Background: an optimization exercise with open tools, aiming at small area, a short achievable clock period and few clock cycles per item. Do not read the settings as production practice. At most, simulation tests tie the RTL to the original design; equivalence was not proved.

==> v35 <==
## vedic_mult_pipe
module vedic_mult_pipe #(
    parameter int WIDTH = 32
) (
    input  logic              clk,
    input  logic              rst_n,
    input  logic              in_valid,
    output logic              in_ready,
    input  logic [WIDTH-1:0]  in_a,
    input  logic [WIDTH-1:0]  in_b,
    input  logic              in_signed,
    output logic              out_valid,
    input  logic              out_ready,
    output logic [2*WIDTH-1:0] out_p,
    output logic              busy
);
Settings: LEC_CHECK=0, CAP_MARGIN=20, CORE_MARGIN=2, CORE_UTILIZATION=45, PLACE_DENSITY=0.6, SLEW_MARGIN=20, SYNTH_HIERARCHICAL=1; clock period 11.0 ns.
run.sh (not shown) runs the stock make flow with config.mk's settings and CLKGATE_MAP_FILE= SYNTH_SCRIPT=/design/flow/synth_recipe.tcl, a recipe that flattens the netlist after the stock synthesis.
==> v8: changes against v35 <==
--- a/flow/design.v
+++ b/flow/design.v
@@ -5100,11 +5100,11 @@
             a0n    <= ~in_a;
             xa0n   <= ~(sgn & in_a[31]);
             bonen0 <= ~bone_d;
             btwon0 <= ~btwo_d[15:0];
             bneg0  <= bneg_d[15:0];
             cs1    <= cs_d;
-            pk     <= po_d;
         end
         if (ofree) po <= po_d;
+        pk <= po_d;
     end
 endmodule
==> flow/flow/run.sh (new file) <==
#!/bin/bash
# The standard layout (standard.sh), with three changes to how it is made:
# ports are buffered with buf_1, ORFS's repair_timing aims for setup slack
# above zero (it repairs against the 11 ns clock the SDC gives), and its
# resizing may change a cell's footprint (the platform default restricts it).
export BUFFER_PORTS_ARGS="-buffer_cell sky130_fd_sc_hd__buf_1"
export SETUP_SLACK_MARGIN=7.7
bash standard.sh MATCH_CELL_FOOTPRINT=0 finish > standard.log 2>&1
==> flow/standard.sh (new file) <==
#!/bin/bash
# synth_recipe.tcl (not shown) runs the flow's synth.tcl, then flattens the netlist and writes it again
# the make line also repeats each setting of config.mk as NAME=value (left out here)
make -C /OpenROAD-flow-scripts/flow DESIGN_CONFIG=/design/flow/config.mk WORK_HOME=/design/flow/orfs CLKGATE_MAP_FILE= SYNTH_SCRIPT=/design/flow/synth_recipe.tcl "${@:-finish}"
CORE_UTILIZATION = 60   (was 45)
CTS_BUF_LIST = sky130_fd_sc_hd__clkbuf_8   (was not set)
PLACE_DENSITY = 0.75   (was 0.6)
TNS_END_PERCENT = 0   (was not set)
removed: flow/run.sh
==> comparison table <==
|  | v35 | v8 |
|---|---|---|
| Status | no timing/DRC/antenna violations | no timing/DRC/antenna violations |
| Maximum cell stage delay along the critical path | 0.83 ns | 0.58 ns |
| Global-route wire length before repair | 180000 um | 177000 um |
| Average routed wire per standard cell | 29.4 um | 30.4 um |
| Share of final layout cell area taken by non-clock buffers | 5.11% | 5.90% |
| Vias per Instance | 6.52 | 7.00 |
| Number of enable-type register cells in the synthesized netlist | 378 | 314 |
| Summed instance area of the synthesized netlist | 34300 sq um | 33700 sq um |
| M1 WL | 46300 um | 42200 um |
| DP Area | 37600 sq um | 35800 sq um |
| Avg Synthesized Cell Area | 12.0 sq um | 11.8 sq um |
| CP Data Required Time | 11.32 ns | 11.37 ns |
| End-of-flow core utilization | 51.8% | 70.3% |
| Number of buffers outside the clock class in the layout | 222 | 254 |
| XOR/XNOR Fraction of Synth Area | 17.7% | 18.1% |
| Clock network area share | 4.09% | 3.40% |
| GR Util met3 | 9.78% | 20.1% |
| Met1 track demand over resource | 40.3% | 51.8% |
| Gpl congestion | 0.944 | 0.977 |
Testbench counts of v35, summed over its fixed seeds: cycles 16,024, items 16,000.
Testbench counts of v8, summed over its fixed seeds: cycles 16,024, items 16,000.

==> 04-02: inputs <==
Starting RTL as in the previous note.
Design vedic_mult_pipe, start of the top module:
module vedic_mult_pipe #(
    parameter int WIDTH = 32
) (
    input  logic              clk,
    input  logic              rst_n,
    input  logic              in_valid,
    output logic              in_ready,
    input  logic [WIDTH-1:0]  in_a,
    input  logic [WIDTH-1:0]  in_b,
    input  logic              in_signed,
    output logic              out_valid,
    input  logic              out_ready,
    output logic [2*WIDTH-1:0] out_p,
    output logic              busy
);
export LEC_CHECK = 0
export CAP_MARGIN = 20
export CORE_MARGIN = 2
export CORE_UTILIZATION = 60
export CTS_BUF_LIST = sky130_fd_sc_hd__clkbuf_8
export PLACE_DENSITY = 0.75
export SLEW_MARGIN = 20
export SYNTH_HIERARCHICAL = 1
create_clock -name core_clock -period 11.0 [get_ports {clk}]
standard.sh (not shown) runs the stock make flow with config.mk's settings and CLKGATE_MAP_FILE= SYNTH_SCRIPT=/design/flow/synth_recipe.tcl, a recipe that flattens the netlist after the stock synthesis.
==> flow/flow/run.sh <==
#!/bin/bash
# The standard layout (standard.sh); the only change is that ports are
# buffered with buf_1 instead of the buffer buffer_ports picks by default.
export BUFFER_PORTS_ARGS="-buffer_cell sky130_fd_sc_hd__buf_1"
bash standard.sh > standard.log 2>&1
==> 05-01: changes against 04-02 <==
--- a/flow/design.v
+++ b/flow/design.v
@@ -5100,11 +5100,11 @@
             a0n    <= ~in_a;
             xa0n   <= ~(sgn & in_a[31]);
             bonen0 <= ~bone_d;
             btwon0 <= ~btwo_d[15:0];
             bneg0  <= bneg_d[15:0];
             cs1    <= cs_d;
-            pk     <= po_d;
         end
         if (ofree) po <= po_d;
+        pk <= po_d;
     end
 endmodule
==> flow/flow/run.sh (replaced) <==
#!/bin/bash
# The standard layout (standard.sh), with two changes to how it is made:
# ports are buffered with buf_1, and ORFS's repair_timing aims for setup slack
# above zero (it repairs against the 11 ns clock the SDC gives).
export BUFFER_PORTS_ARGS="-buffer_cell sky130_fd_sc_hd__buf_1"
export SETUP_SLACK_MARGIN=7.5
bash standard.sh > standard.log 2>&1
Settings changed: TNS_END_PERCENT set to 10.
==> comparison table <==
quantity                                                                       05-01                    04-02
Fraction of layout instances using a drive strength above 1                    11.5%                    8.47%
Post-layout nets                                                               3,752                    3,735
Core Region                                                               55,300 um2               56,500 um2
Pin count of the biggest net entering global routing                              83                      103
Critical R2R Launch                                                          a0n[23]                  a0n[25]
Post-synthesis to final-layout area growth                                     13.6%                    10.3%
Post-detailed-route via-to-cell ratio                                           6.97                     6.98
RSZ-0062 raised after global routing                                             yes                       no
Status                                                       complete, no violations  complete, no violations
Post-route standard cell area excluding fillers                           38,300 um2               37,900 um2
Detailed placement HPWL                                                    72,600 um                71,200 um
Post-synthesis mux area share                                                0.0668%                  0.0656%
Number of tapcells                                                               748                      756
Via count of the routed design                                                 27.7k                    27.7k
Worst-case register-to-register setup slack                                  7400 ps                  7190 ps
First-pass GRT wire length                                                176,000 um               176,000 um
Fin cells                                                                      3,976                    3,968
Final WS setup                                                               7400 ps                  7190 ps
Testbench counts of 04-02, summed over its fixed seeds: cycles 16,024, items 16,000.
Testbench counts of 05-01, summed over its fixed seeds: cycles 16,024, items 16,000.

==> inputs of try-violet <==
Another version of the RTL of vedic_mult_pipe (not shown whole).
Settings: LEC_CHECK=0, CAP_MARGIN=20, CORE_MARGIN=2, CORE_UTILIZATION=60, CTS_BUF_LIST=sky130_fd_sc_hd__clkbuf_8, PLACE_DENSITY=0.75, SLEW_MARGIN=20, SYNTH_HIERARCHICAL=1, TNS_END_PERCENT=0; clock period 11.0 ns.
==> flow/flow/run.sh <==
#!/bin/bash
# The standard layout (standard.sh), with two changes to how it is made:
# ports are buffered with buf_1, and ORFS's repair_timing aims for setup slack
# above zero (it repairs against the 11 ns clock the SDC gives).
export BUFFER_PORTS_ARGS="-buffer_cell sky130_fd_sc_hd__buf_1"
export SETUP_SLACK_MARGIN=7.5
bash standard.sh > standard.log 2>&1
==> inputs of try-quartz, as changes to try-violet <==
--- a/flow/design.v
+++ b/flow/design.v
@@ -7,18 +7,19 @@
 module vm_fa (input logic a, b, ci, output logic s, co);
     assign s  = a ^ b ^ ci;
     assign co = (a & b) | (a & ci) | (b & ci);
 endmodule
 module vm_ha (input logic a, b, output logic s, co);
     assign s  = a ^ b;
     assign co = a & b;
 endmodule
-module vm_or (input logic a, b, output logic y);
-    assign y = a | b;
+module vm_ha1 (input logic a, b, output logic s, co);
+    assign s  = ~(a ^ b);
+    assign co = a | b;
 endmodule
 module vm_inv (input logic a, output logic y);
     assign y = ~a;
 endmodule
 module vm_x (input logic a, b, output logic y);
     assign y = a ^ b;
 endmodule
 module vm_xn (input logic a, b, output logic y);
@@ -4149,32 +4150,30 @@
     vm_fa u_s1525 (.a(pp1026), .b(c1492), .ci(pp962), .s(s1525), .co(c1526));
     vm_fa u_s1527 (.a(c1496), .b(c1498), .ci(c1494), .s(s1527), .co(c1528));
     vm_fa u_s1529 (.a(s1515), .b(s1517), .ci(c1500), .s(s1529), .co(c1530));
     vm_fa u_s1531 (.a(s1521), .b(s1523), .ci(s1519), .s(s1531), .co(c1532));
     vm_fa u_s1533 (.a(c1504), .b(c1506), .ci(c1502), .s(s1533), .co(c1534));
     vm_fa u_s1535 (.a(s1527), .b(s1529), .ci(s1525), .s(s1535), .co(c1536));
     vm_fa u_s1537 (.a(c1508), .b(c1510), .ci(s1531), .s(s1537), .co(c1538));
     vm_fa u_s1539 (.a(s1533), .b(s1535), .ci(c1512), .s(s1539), .co(c1540));
-    vm_xn u_s1541 (.a(pp1090), .b(pp68), .y(s1541));
-    vm_or u_c1542 (.a(pp1090), .b(pp68), .y(c1542));
+    vm_ha1 u_s1541 (.a(pp1090), .b(pp68), .s(s1541), .co(c1542));
     vm_fa u_s1543 (.a(pp196), .b(pp260), .ci(pp132), .s(s1543), .co(c1544));
     vm_fa u_s1545 (.a(pp388), .b(pp452), .ci(pp324), .s(s1545), .co(c1546));
     vm_fa u_s1547 (.a(pp580), .b(pp644), .ci(pp516), .s(s1547), .co(c1548));
     vm_fa u_s1549 (.a(pp772), .b(pp836), .ci(pp708), .s(s1549), .co(c1550));
     vm_fa u_s1551 (.a(pp964), .b(pp1028), .ci(pp900), .s(s1551), .co(c1552));
     vm_fa u_s1553 (.a(c1516), .b(c1518), .ci(s1541), .s(s1553), .co(c1554));
     vm_fa u_s1555 (.a(c1522), .b(c1524), .ci(c1520), .s(s1555), .co(c1556));
     vm_fa u_s1557 (.a(s1545), .b(s1547), .ci(s1543), .s(s1557), .co(c1558));
     vm_fa u_s1559 (.a(s1551), .b(c1526), .ci(s1549), .s(s1559), .co(c1560));
     vm_fa u_s1561 (.a(c1530), .b(c1532), .ci(c1528), .s(s1561), .co(c1562));
     vm_fa u_s1563 (.a(s1555), .b(s1557), .ci(s1553), .s(s1563), .co(c1564));
     vm_fa u_s1565 (.a(s1559), .b(c1536), .ci(c1534), .s(s1565), .co(c1566));
-    vm_xn u_s1567 (.a(pp1091), .b(pp134), .y(s1567));
-    vm_or u_c1568 (.a(pp1091), .b(pp134), .y(c1568));
+    vm_ha1 u_s1567 (.a(pp1091), .b(pp134), .s(s1567), .co(c1568));
     vm_fa u_s1569 (.a(pp262), .b(pp326), .ci(pp198), .s(s1569), .co(c1570));
     vm_fa u_s1571 (.a(pp454), .b(pp518), .ci(pp390), .s(s1571), .co(c1572));
     vm_fa u_s1573 (.a(pp646), .b(pp710), .ci(pp582), .s(s1573), .co(c1574));
     vm_fa u_s1575 (.a(pp838), .b(pp902), .ci(pp774), .s(s1575), .co(c1576));
     vm_fa u_s1577 (.a(pp1030), .b(c1542), .ci(pp966), .s(s1577), .co(c1578));
     vm_fa u_s1579 (.a(c1544), .b(c1546), .ci(s1567), .s(s1579), .co(c1580));
     vm_fa u_s1581 (.a(c1550), .b(c1552), .ci(c1548), .s(s1581), .co(c1582));
     vm_fa u_s1583 (.a(s1571), .b(s1573), .ci(s1569), .s(s1583), .co(c1584));
@@ -4189,18 +4188,17 @@
     vm_fa u_s1601 (.a(pp904), .b(pp968), .ci(pp840), .s(s1601), .co(c1602));
     vm_fa u_s1603 (.a(c1568), .b(c1570), .ci(pp1032), .s(s1603), .co(c1604));
     vm_fa u_s1605 (.a(c1574), .b(c1576), .ci(c1572), .s(s1605), .co(c1606));
     vm_fa u_s1607 (.a(s1595), .b(s1597), .ci(s1593), .s(s1607), .co(c1608));
     vm_fa u_s1609 (.a(s1601), .b(c1578), .ci(s1599), .s(s1609), .co(c1610));
     vm_fa u_s1611 (.a(c1582), .b(c1584), .ci(c1580), .s(s1611), .co(c1612));
     vm_fa u_s1613 (.a(s1605), .b(s1607), .ci(s1603), .s(s1613), .co(c1614));
     vm_fa u_s1615 (.a(c1586), .b(c1588), .ci(s1609), .s(s1615), .co(c1616));
-    vm_xn u_s1617 (.a(pp1093), .b(pp202), .y(s1617));
-    vm_or u_c1618 (.a(pp1093), .b(pp202), .y(c1618));
+    vm_ha1 u_s1617 (.a(pp1093), .b(pp202), .s(s1617), .co(c1618));
     vm_fa u_s1619 (.a(pp330), .b(pp394), .ci(pp266), .s(s1619), .co(c1620));
     vm_fa u_s1621 (.a(pp522), .b(pp586), .ci(pp458), .s(s1621), .co(c1622));
     vm_fa u_s1623 (.a(pp714), .b(pp778), .ci(pp650), .s(s1623), .co(c1624));
     vm_fa u_s1625 (.a(pp906), .b(pp970), .ci(pp842), .s(s1625), .co(c1626));
     vm_fa u_s1627 (.a(s1617), .b(c1594), .ci(pp1034), .s(s1627), .co(c1628));
     vm_fa u_s1629 (.a(c1598), .b(c1600), .ci(c1596), .s(s1629), .co(c1630));
     vm_fa u_s1631 (.a(s1619), .b(s1621), .ci(c1602), .s(s1631), .co(c1632));
     vm_fa u_s1633 (.a(s1625), .b(c1604), .ci(s1623), .s(s1633), .co(c1634));
@@ -4214,18 +4212,17 @@
     vm_fa u_s1649 (.a(pp972), .b(pp1036), .ci(pp908), .s(s1649), .co(c1650));
     vm_fa u_s1651 (.a(c1620), .b(c1622), .ci(c1618), .s(s1651), .co(c1652));
     vm_fa u_s1653 (.a(c1626), .b(s1641), .ci(c1624), .s(s1653), .co(c1654));
     vm_fa u_s1655 (.a(s1645), .b(s1647), .ci(s1643), .s(s1655), .co(c1656));
     vm_fa u_s1657 (.a(c1628), .b(c1630), .ci(s1649), .s(s1657), .co(c1658));
     vm_fa u_s1659 (.a(s1651), .b(s1653), .ci(c1632), .s(s1659), .co(c1660));
     vm_fa u_s1661 (.a(c1634), .b(c1636), .ci(s1655), .s(s1661), .co(c1662));
     vm_fa u_s1663 (.a(s1659), .b(c1638), .ci(s1657), .s(s1663), .co(c1664));
-    vm_xn u_s1665 (.a(pp1095), .b(pp270), .y(s1665));
-    vm_or u_c1666 (.a(pp1095), .b(pp270), .y(c1666));
+    vm_ha1 u_s1665 (.a(pp1095), .b(pp270), .s(s1665), .co(c1666));
     vm_fa u_s1667 (.a(pp398), .b(pp462), .ci(pp334), .s(s1667), .co(c1668));
     vm_fa u_s1669 (.a(pp590), .b(pp654), .ci(pp526), .s(s1669), .co(c1670));
     vm_fa u_s1671 (.a(pp782), .b(pp846), .ci(pp718), .s(s1671), .co(c1672));
     vm_fa u_s1673 (.a(pp974), .b(pp1038), .ci(pp910), .s(s1673), .co(c1674));
     vm_fa u_s1675 (.a(c1642), .b(c1644), .ci(s1665), .s(s1675), .co(c1676));
     vm_fa u_s1677 (.a(c1648), .b(c1650), .ci(c1646), .s(s1677), .co(c1678));
     vm_fa u_s1679 (.a(s1669), .b(s1671), .ci(s1667), .s(s1679), .co(c1680));
     vm_fa u_s1681 (.a(c1652), .b(c1654), .ci(s1673), .s(s1681), .co(c1682));
@@ -4237,18 +4234,17 @@
     vm_fa u_s1693 (.a(pp848), .b(pp912), .ci(pp784), .s(s1693), .co(c1694));
     vm_fa u_s1695 (.a(pp1040), .b(c1666), .ci(pp976), .s(s1695), .co(c1696));
     vm_fa u_s1697 (.a(c1670), .b(c1672), .ci(c1668), .s(s1697), .co(c1698));
     vm_fa u_s1699 (.a(s1687), .b(s1689), .ci(c1674), .s(s1699), .co(c1700));
     vm_fa u_s1701 (.a(s1693), .b(s1695), .ci(s1691), .s(s1701), .co(c1702));
     vm_fa u_s1703 (.a(c1678), .b(c1680), .ci(c1676), .s(s1703), .co(c1704));
     vm_fa u_s1705 (.a(s1699), .b(s1701), .ci(s1697), .s(s1705), .co(c1706));
     vm_fa u_s1707 (.a(c1684), .b(s1703), .ci(c1682), .s(s1707), .co(c1708));
-    vm_xn u_s1709 (.a(pp1097), .b(pp338), .y(s1709));
-    vm_or u_c1710 (.a(pp1097), .b(pp338), .y(c1710));
+    vm_ha1 u_s1709 (.a(pp1097), .b(pp338), .s(s1709), .co(c1710));
     vm_fa u_s1711 (.a(pp466), .b(pp530), .ci(pp402), .s(s1711), .co(c1712));
     vm_fa u_s1713 (.a(pp658), .b(pp722), .ci(pp594), .s(s1713), .co(c1714));
     vm_fa u_s1715 (.a(pp850), .b(pp914), .ci(pp786), .s(s1715), .co(c1716));
     vm_fa u_s1717 (.a(pp1042), .b(s1709), .ci(pp978), .s(s1717), .co(c1718));
     vm_fa u_s1719 (.a(c1690), .b(c1692), .ci(c1688), .s(s1719), .co(c1720));
     vm_fa u_s1721 (.a(s1711), .b(s1713), .ci(c1694), .s(s1721), .co(c1722));
     vm_fa u_s1723 (.a(c1696), .b(s1717), .ci(s1715), .s(s1723), .co(c1724));
     vm_fa u_s1725 (.a(c1700), .b(s1719), .ci(c1698), .s(s1725), .co(c1726));
@@ -4259,18 +4255,17 @@
     vm_fa u_s1735 (.a(pp724), .b(pp788), .ci(pp660), .s(s1735), .co(c1736));
     vm_fa u_s1737 (.a(pp916), .b(pp980), .ci(pp852), .s(s1737), .co(c1738));
     vm_fa u_s1739 (.a(c1710), .b(c1712), .ci(pp1044), .s(s1739), .co(c1740));
     vm_fa u_s1741 (.a(c1716), .b(s1731), .ci(c1714), .s(s1741), .co(c1742));
     vm_fa u_s1743 (.a(s1735), .b(s1737), .ci(s1733), .s(s1743), .co(c1744));
     vm_fa u_s1745 (.a(c1720), .b(c1722), .ci(c1718), .s(s1745), .co(c1746));
     vm_fa u_s1747 (.a(s1741), .b(s1743), .ci(s1739), .s(s1747), .co(c1748));
     vm_fa u_s1749 (.a(c1726), .b(s1745), .ci(c1724), .s(s1749), .co(c1750));
-    vm_xn u_s1751 (.a(pp1099), .b(pp406), .y(s1751));
-    vm_or u_c1752 (.a(pp1099), .b(pp406), .y(c1752));
+    vm_ha1 u_s1751 (.a(pp1099), .b(pp406), .s(s1751), .co(c1752));
     vm_fa u_s1753 (.a(pp534), .b(pp598), .ci(pp470), .s(s1753), .co(c1754));
     vm_fa u_s1755 (.a(pp726), .b(pp790), .ci(pp662), .s(s1755), .co(c1756));
     vm_fa u_s1757 (.a(pp918), .b(pp982), .ci(pp854), .s(s1757), .co(c1758));
     vm_fa u_s1759 (.a(s1751), .b(c1732), .ci(pp1046), .s(s1759), .co(c1760));
     vm_fa u_s1761 (.a(c1736), .b(c1738), .ci(c1734), .s(s1761), .co(c1762));
     vm_fa u_s1763 (.a(s1755), .b(s1757), .ci(s1753), .s(s1763), .co(c1764));
     vm_fa u_s1765 (.a(c1742), .b(c1744), .ci(c1740), .s(s1765), .co(c1766));
     vm_fa u_s1767 (.a(s1761), .b(s1763), .ci(s1759), .s(s1767), .co(c1768));
@@ -4279,126 +4274,116 @@
     vm_fa u_s1773 (.a(pp600), .b(pp664), .ci(pp536), .s(s1773), .co(c1774));
     vm_fa u_s1775 (.a(pp792), .b(pp856), .ci(pp728), .s(s1775), .co(c1776));
     vm_fa u_s1777 (.a(pp984), .b(pp1048), .ci(pp920), .s(s1777), .co(c1778));
     vm_fa u_s1779 (.a(c1754), .b(c1756), .ci(c1752), .s(s1779), .co(c1780));
     vm_fa u_s1781 (.a(s1771), .b(s1773), .ci(c1758), .s(s1781), .co(c1782));
     vm_fa u_s1783 (.a(s1777), .b(c1760), .ci(s1775), .s(s1783), .co(c1784));
     vm_fa u_s1785 (.a(c1764), .b(s1779), .ci(c1762), .s(s1785), .co(c1786));
     vm_fa u_s1787 (.a(c1766), .b(s1783), .ci(s1781), .s(s1787), .co(c1788));
-    vm_xn u_s1789 (.a(pp1101), .b(pp474), .y(s1789));
-    vm_or u_c1790 (.a(pp1101), .b(pp474), .y(c1790));
+    vm_ha1 u_s1789 (.a(pp1101), .b(pp474), .s(s1789), .co(c1790));
     vm_fa u_s1791 (.a(pp602), .b(pp666), .ci(pp538), .s(s1791), .co(c1792));
     vm_fa u_s1793 (.a(pp794), .b(pp858), .ci(pp730), .s(s1793), .co(c1794));
     vm_fa u_s1795 (.a(pp986), .b(pp1050), .ci(pp922), .s(s1795), .co(c1796));
     vm_fa u_s1797 (.a(c1772), .b(c1774), .ci(s1789), .s(s1797), .co(c1798));
     vm_fa u_s1799 (.a(c1778), .b(s1791), .ci(c1776), .s(s1799), .co(c1800));
     vm_fa u_s1801 (.a(s1795), .b(c1780), .ci(s1793), .s(s1801), .co(c1802));
     vm_fa u_s1803 (.a(s1797), .b(s1799), .ci(c1782), .s(s1803), .co(c1804));
     vm_fa u_s1805 (.a(c1786), .b(s1801), .ci(c1784), .s(s1805), .co(c1806));
     vm_fa u_s1807 (.a(pp476), .b(pp540), .ci(pp1102), .s(s1807), .co(c1808));
     vm_fa u_s1809 (.a(pp668), .b(pp732), .ci(pp604), .s(s1809), .co(c1810));
     vm_fa u_s1811 (.a(pp860), .b(pp924), .ci(pp796), .s(s1811), .co(c1812));
     vm_fa u_s1813 (.a(pp1052), .b(c1790), .ci(pp988), .s(s1813), .co(c1814));
     vm_fa u_s1815 (.a(c1794), .b(c1796), .ci(c1792), .s(s1815), .co(c1816));
     vm_fa u_s1817 (.a(s1809), .b(s1811), .ci(s1807), .s(s1817), .co(c1818));
     vm_fa u_s1819 (.a(c1798), .b(c1800), .ci(s1813), .s(s1819), .co(c1820));
     vm_fa u_s1821 (.a(s1817), .b(c1802), .ci(s1815), .s(s1821), .co(c1822));
-    vm_xn u_s1823 (.a(pp1103), .b(pp542), .y(s1823));
-    vm_or u_c1824 (.a(pp1103), .b(pp542), .y(c1824));
+    vm_ha1 u_s1823 (.a(pp1103), .b(pp542), .s(s1823), .co(c1824));
     vm_fa u_s1825 (.a(pp670), .b(pp734), .ci(pp606), .s(s1825), .co(c1826));
     vm_fa u_s1827 (.a(pp862), .b(pp926), .ci(pp798), .s(s1827), .co(c1828));
     vm_fa u_s1829 (.a(pp1054), .b(s1823), .ci(pp990), .s(s1829), .co(c1830));
     vm_fa u_s1831 (.a(c1810), .b(c1812), .ci(c1808), .s(s1831), .co(c1832));
     vm_fa u_s1833 (.a(s1827), .b(c1814), .ci(s1825), .s(s1833), .co(c1834));
     vm_fa u_s1835 (.a(c1816), .b(c1818), .ci(s1829), .s(s1835), .co(c1836));
     vm_fa u_s1837 (.a(s1833), .b(c1820), .ci(s1831), .s(s1837), .co(c1838));
     vm_fa u_s1839 (.a(pp544), .b(pp608), .ci(pp1104), .s(s1839), .co(c1840));
     vm_fa u_s1841 (.a(pp736), .b(pp800), .ci(pp672), .s(s1841), .co(c1842));
     vm_fa u_s1843 (.a(pp928), .b(pp992), .ci(pp864), .s(s1843), .co(c1844));
     vm_fa u_s1845 (.a(c1824), .b(c1826), .ci(pp1056), .s(s1845), .co(c1846));
     vm_fa u_s1847 (.a(s1839), .b(s1841), .ci(c1828), .s(s1847), .co(c1848));
     vm_fa u_s1849 (.a(c1830), .b(c1832), .ci(s1843), .s(s1849), .co(c1850));
     vm_fa u_s1851 (.a(s1847), .b(c1834), .ci(s1845), .s(s1851), .co(c1852));
     vm_fa u_s1853 (.a(s1849), .b(s1851), .ci(c1836), .s(s1853), .co(c1854));
-    vm_xn u_s1855 (.a(pp1105), .b(pp610), .y(s1855));
-    vm_or u_c1856 (.a(pp1105), .b(pp610), .y(c1856));
+    vm_ha1 u_s1855 (.a(pp1105), .b(pp610), .s(s1855), .co(c1856));
     vm_fa u_s1857 (.a(pp738), .b(pp802), .ci(pp674), .s(s1857), .co(c1858));
     vm_fa u_s1859 (.a(pp930), .b(pp994), .ci(pp866), .s(s1859), .co(c1860));
     vm_fa u_s1861 (.a(s1855), .b(c1840), .ci(pp1058), .s(s1861), .co(c1862));
     vm_fa u_s1863 (.a(c1844), .b(s1857), .ci(c1842), .s(s1863), .co(c1864));
     vm_fa u_s1865 (.a(c1846), .b(c1848), .ci(s1859), .s(s1865), .co(c1866));
     vm_fa u_s1867 (.a(s1863), .b(c1850), .ci(s1861), .s(s1867), .co(c1868));
     vm_fa u_s1869 (.a(pp612), .b(pp676), .ci(pp1106), .s(s1869), .co(c1870));
     vm_fa u_s1871 (.a(pp804), .b(pp868), .ci(pp740), .s(s1871), .co(c1872));
     vm_fa u_s1873 (.a(pp996), .b(pp1060), .ci(pp932), .s(s1873), .co(c1874));
     vm_fa u_s1875 (.a(c1858), .b(c1860), .ci(c1856), .s(s1875), .co(c1876));
     vm_fa u_s1877 (.a(s1871), .b(s1873), .ci(s1869), .s(s1877), .co(c1878));
     vm_fa u_s1879 (.a(c1864), .b(s1875), .ci(c1862), .s(s1879), .co(c1880));
     vm_fa u_s1881 (.a(c1866), .b(s1879), .ci(s1877), .s(s1881), .co(c1882));
-    vm_xn u_s1883 (.a(pp1107), .b(pp678), .y(s1883));
-    vm_or u_c1884 (.a(pp1107), .b(pp678), .y(c1884));
+    vm_ha1 u_s1883 (.a(pp1107), .b(pp678), .s(s1883), .co(c1884));
     vm_fa u_s1885 (.a(pp806), .b(pp870), .ci(pp742), .s(s1885), .co(c1886));
     vm_fa u_s1887 (.a(pp998), .b(pp1062), .ci(pp934), .s(s1887), .co(c1888));
     vm_fa u_s1889 (.a(c1870), .b(c1872), .ci(s1883), .s(s1889), .co(c1890));
     vm_fa u_s1891 (.a(s1885), .b(s1887), .ci(c1874), .s(s1891), .co(c1892));
     vm_fa u_s1893 (.a(c1878), .b(s1889), .ci(c1876), .s(s1893), .co(c1894));
     vm_fa u_s1895 (.a(c1880), .b(s1893), .ci(s1891), .s(s1895), .co(c1896));
     vm_fa u_s1897 (.a(pp680), .b(pp744), .ci(pp1108), .s(s1897), .co(c1898));
     vm_fa u_s1899 (.a(pp872), .b(pp936), .ci(pp808), .s(s1899), .co(c1900));
     vm_fa u_s1901 (.a(pp1064), .b(c1884), .ci(pp1000), .s(s1901), .co(c1902));
     vm_fa u_s1903 (.a(c1888), .b(s1897), .ci(c1886), .s(s1903), .co(c1904));
     vm_fa u_s1905 (.a(s1901), .b(c1890), .ci(s1899), .s(s1905), .co(c1906));
     vm_fa u_s1907 (.a(s1903), .b(c1894), .ci(c1892), .s(s1907), .co(c1908));
-    vm_xn u_s1909 (.a(pp1109), .b(pp746), .y(s1909));
-    vm_or u_c1910 (.a(pp1109), .b(pp746), .y(c1910));
+    vm_ha1 u_s1909 (.a(pp1109), .b(pp746), .s(s1909), .co(c1910));
     vm_fa u_s1911 (.a(pp874), .b(pp938), .ci(pp810), .s(s1911), .co(c1912));
     vm_fa u_s1913 (.a(pp1066), .b(s1909), .ci(pp1002), .s(s1913), .co(c1914));
     vm_fa u_s1915 (.a(c1900), .b(s1911), .ci(c1898), .s(s1915), .co(c1916));
     vm_fa u_s1917 (.a(s1913), .b(c1904), .ci(c1902), .s(s1917), .co(c1918));
     vm_fa u_s1919 (.a(c1906), .b(s1917), .ci(s1915), .s(s1919), .co(c1920));
     vm_fa u_s1921 (.a(pp748), .b(pp812), .ci(pp1110), .s(s1921), .co(c1922));
     vm_fa u_s1923 (.a(pp940), .b(pp1004), .ci(pp876), .s(s1923), .co(c1924));
     vm_fa u_s1925 (.a(c1910), .b(c1912), .ci(pp1068), .s(s1925), .co(c1926));
     vm_fa u_s1927 (.a(s1923), .b(c1914), .ci(s1921), .s(s1927), .co(c1928));
     vm_fa u_s1929 (.a(s1925), .b(s1927), .ci(c1916), .s(s1929), .co(c1930));
-    vm_xn u_s1931 (.a(pp1111), .b(pp814), .y(s1931));
-    vm_or u_c1932 (.a(pp1111), .b(pp814), .y(c1932));
+    vm_ha1 u_s1931 (.a(pp1111), .b(pp814), .s(s1931), .co(c1932));
     vm_fa u_s1933 (.a(pp942), .b(pp1006), .ci(pp878), .s(s1933), .co(c1934));
     vm_fa u_s1935 (.a(s1931), .b(c1922), .ci(pp1070), .s(s1935), .co(c1936));
     vm_fa u_s1937 (.a(s1933), .b(c1926), .ci(c1924), .s(s1937), .co(c1938));
     vm_fa u_s1939 (.a(c1928), .b(s1937), .ci(s1935), .s(s1939), .co(c1940));
     vm_fa u_s1941 (.a(pp816), .b(pp880), .ci(pp1112), .s(s1941), .co(c1942));
     vm_fa u_s1943 (.a(pp1008), .b(pp1072), .ci(pp944), .s(s1943), .co(c1944));
     vm_fa u_s1945 (.a(c1934), .b(s1941), .ci(c1932), .s(s1945), .co(c1946));
     vm_fa u_s1947 (.a(c1936), .b(s1945), .ci(s1943), .s(s1947), .co(c1948));
-    vm_xn u_s1949 (.a(pp1113), .b(pp882), .y(s1949));
-    vm_or u_c1950 (.a(pp1113), .b(pp882), .y(c1950));
+    vm_ha1 u_s1949 (.a(pp1113), .b(pp882), .s(s1949), .co(c1950));
     vm_fa u_s1951 (.a(pp1010), .b(pp1074), .ci(pp946), .s(s1951), .co(c1952));
     vm_fa u_s1953 (.a(c1942), .b(c1944), .ci(s1949), .s(s1953), .co(c1954));
     vm_fa u_s1955 (.a(c1946), .b(s1953), .ci(s1951), .s(s1955), .co(c1956));
     vm_fa u_s1957 (.a(pp884), .b(pp948), .ci(pp1114), .s(s1957), .co(c1958));
     vm_fa u_s1959 (.a(pp1076), .b(c1950), .ci(pp1012), .s(s1959), .co(c1960));
     vm_fa u_s1961 (.a(s1957), .b(s1959), .ci(c1952), .s(s1961), .co(c1962));
     vm_fa u_s1963 (.a(s1961), .b(c1956), .ci(c1954), .s(s1963), .co(c1964));
-    vm_xn u_s1965 (.a(pp1115), .b(pp950), .y(s1965));
-    vm_or u_c1966 (.a(pp1115), .b(pp950), .y(c1966));
+    vm_ha1 u_s1965 (.a(pp1115), .b(pp950), .s(s1965), .co(c1966));
     vm_fa u_s1967 (.a(pp1078), .b(s1965), .ci(pp1014), .s(s1967), .co(c1968));
     vm_fa u_s1969 (.a(c1960), .b(s1967), .ci(c1958), .s(s1969), .co(c1970));
     vm_fa u_s1971 (.a(pp952), .b(pp1016), .ci(pp1116), .s(s1971), .co(c1972));
     vm_fa u_s1973 (.a(c1966), .b(s1971), .ci(pp1080), .s(s1973), .co(c1974));
     vm_fa u_s1975 (.a(s1973), .b(c1970), .ci(c1968), .s(s1975), .co(c1976));
-    vm_xn u_s1977 (.a(pp1117), .b(pp1018), .y(s1977));
-    vm_or u_c1978 (.a(pp1117), .b(pp1018), .y(c1978));
+    vm_ha1 u_s1977 (.a(pp1117), .b(pp1018), .s(s1977), .co(c1978));
     vm_fa u_s1979 (.a(s1977), .b(c1972), .ci(pp1082), .s(s1979), .co(c1980));
     vm_fa u_s1981 (.a(s1979), .b(c1976), .ci(c1974), .s(s1981), .co(c1982));
     vm_fa u_s1983 (.a(pp1020), .b(pp1084), .ci(pp1118), .s(s1983), .co(c1984));
     vm_fa u_s1985 (.a(s1983), .b(c1980), .ci(c1978), .s(s1985), .co(c1986));
-    vm_xn u_s1987 (.a(pp1119), .b(pp1086), .y(s1987));
-    vm_or u_c1988 (.a(pp1119), .b(pp1086), .y(c1988));
+    vm_ha1 u_s1987 (.a(pp1119), .b(pp1086), .s(s1987), .co(c1988));
     vm_fa u_s1989 (.a(c1984), .b(c1986), .ci(s1987), .s(s1989), .co(c1990));
     vm_fa u_s1991 (.a(pp1088), .b(c1988), .ci(pp1120), .s(s1991), .co(c1992));
     assign cs_d = {s1991, c1990, s1989, s1985, c1982, s1981, s1975, c1964, s1969, c1962, s1963, s1955, c1948, c1940, s1947, c1938, s1939, c1930, c1920, s1929, c1918, s1919, c1908, s1907, c1896, s1905, s1895, c1882, s1881, c1868, c1854, s1867, c1852, s1865, s1853, c1838, s1837, c1822, s1835, s1821, c1806, s1819, c1804, s1805, c1788, s1803, s1787, c1770, s1785, c1768, s1769, c1750, s1767, c1730, s1749, c1728, s1747, s1729, c1708, s1727, s1707, c1686, s1705, c1664, s1685, c1662, s1683, s1681, s1663, s1661, c1640, s1639, c1616, s1637, s1635, s1615, c1592, c1590, s1613, s1611, s1591, c1566, s1589, s1587, s1565, c1540, c1538, s1563, s1561, s1539, s1537, c1514, s1513, c1490, s1511, s1509, s1489, c1466, s1487, s1485, s1465, c1444, s1463, s1461, s1443, c1422, c1420, s1441, s1439, s1421, s1419, c1400, s1399, c1378, s1397, s1377, c1358, s1375, s1357, c1338, s1355, s1337, c1320, s1335, s1319, c1302, s1317, s1301, c1286, s1299, s1285, c1270, s1283, c1256, s1269, s1267, c1254, s1255, c1240, s1239, c1226, s1225, c1212, s1211, c1200, s1199, c1188, s1187, c1178, s1177, c1168, s1167, c1160, s1159, c1152, s1151, s1149, s1145, c1140, s1139, c1136, c1132, s1135, s1133, s1131, s1127, s1123, s1121, pp4, bneg0[0], pp2};
     vm_ha u_s1993 (.a(cs1[62]), .b(cs1[63]), .s(s1993), .co(c1994));
     vm_ha u_s1995 (.a(cs1[67]), .b(cs1[68]), .s(s1995), .co(c1996));
     vm_ha u_s1997 (.a(cs1[71]), .b(cs1[72]), .s(s1997), .co(c1998));
     vm_ha u_s1999 (.a(cs1[75]), .b(cs1[76]), .s(s1999), .co(c2000));
     vm_ha u_s2001 (.a(cs1[82]), .b(cs1[83]), .s(s2001), .co(c2002));
@@ -5095,13 +5080,13 @@
     always_ff @(posedge clk) begin
         if (adv) begin
             a0n    <= ~in_a;
             xa0n   <= ~(sgn & in_a[31]);
             bonen0 <= ~bone_d;
             btwon0 <= ~btwo_d[15:0];
             bneg0  <= bneg_d[15:0];
             cs1    <= cs_d;
+            pk     <= po_d;
         end
         if (ofree) po <= po_d;
-        pk <= po_d;
     end
 endmodule
==> flow/run.sh (new file) <==
#!/bin/bash
# synth_recipe.tcl (not shown) runs the flow's synth.tcl, then flattens the netlist and writes it again
# the make line also repeats each setting of config.mk as NAME=value (left out here)
make -C /OpenROAD-flow-scripts/flow DESIGN_CONFIG=/design/flow/config.mk WORK_HOME=/design/flow/orfs CLKGATE_MAP_FILE= SYNTH_SCRIPT=/design/flow/synth_recipe.tcl finish
Settings changed: CORE_UTILIZATION 60 to 45, CTS_BUF_LIST sky130_fd_sc_hd__clkbuf_8 to default, PLACE_DENSITY 0.75 to 0.6, TNS_END_PERCENT 0 to default.
removed: flow/flow/run.sh
removed: flow/standard.sh
==> run summary <==
Sequential fraction of total cell area: try-quartz 29.3%; try-violet 29.0%
Area used by sequential logic in the layout: try-quartz 0.0116 mm2; try-violet 0.0110 mm2
Fraction of the core area covered by cells at the end of the flow: try-quartz 52.0%; try-violet 68.2%
Arrival time of data at the critical path endpoint: try-quartz 1530 ps; try-violet 4100 ps
Cell count of the worst hold path: try-quartz 1; try-violet 2
Final worst path period share: try-quartz 33.9%; try-violet 33.8%
Status: try-quartz complete, no violations; try-violet complete, no violations
Compound-gate portion of the synthesized area: try-quartz 14.2%; try-violet 14.6%
Number of enable-type register cells in the synthesized netlist: try-quartz 381; try-violet 317
Die Y-Extent: try-quartz 281 um; try-violet 241 um
Buffers inserted during post-CTS setup optimization: try-quartz 0; try-violet 1
Cell area reported after detailed placement: try-quartz 0.0380 mm2; try-violet 0.0359 mm2
Crit. path cell count: try-quartz 1; try-violet 7
Hold Path Sink: try-quartz busy_q$_DFF_PN0_; try-violet pk[55]$_DFF_P_
Headroom to the max-slew limit: try-quartz 28.5%; try-violet 32.0%
Mux cell area share after synthesis: try-quartz 0.0651%; try-violet 0.0667%
Detailed-routed wire length on met3: try-quartz 16300 um; try-violet 19300 um
No run of this note included a check of the RTL's function; only the layout flow was run.

-- separate check: timing with driven ports --
In the flow no input, the clock included, has a driving cell. The finished layouts below were timed again as built, in two steps. Step 1 (the two cells are an assumption about what drives the block):
set clk [get_ports {clk}]
set_driving_cell -lib_cell sky130_fd_sc_hd__clkbuf_16 $clk
set_driving_cell -lib_cell sky130_fd_sc_hd__buf_2 [delete_from_list [all_inputs] $clk]
Step 2 also shifts input and output timing later by t, the mid clock arrival at the registers, as if the neighbouring blocks saw the same clock. Slacks: ideal ports / drivers / drivers and shift; pairs: ideal ports / drivers.
| run | t (ns) | setup WS [ns] | worst register clock-pin slew, ns |
|---|---|---|---|
| v35 | 0.663 | 7.140 / 7.140 / 7.062 | 0.07 / 0.07 |
| v8 | 0.724 | 7.405 / 7.405 / 7.405 | 0.07 / 0.07 |
| 04-02 | 0.740 | 7.188 / 7.188 / 7.188 | 0.07 / 0.07 |
| 05-01 | 0.715 | 7.403 / 7.403 / 7.403 | 0.07 / 0.07 |
| try-violet | 0.732 | 7.277 / 7.277 / 7.277 | 0.09 / 0.09 |
| try-quartz | 0.652 | 7.266 / 7.206 / 7.134 | 0.07 / 0.07 |
After both steps setup and hold are still met in every run listed. For try-quartz, which loses most, drivers alone change the setup slack by -0.060 ns; drivers and shift together by -0.132 ns.
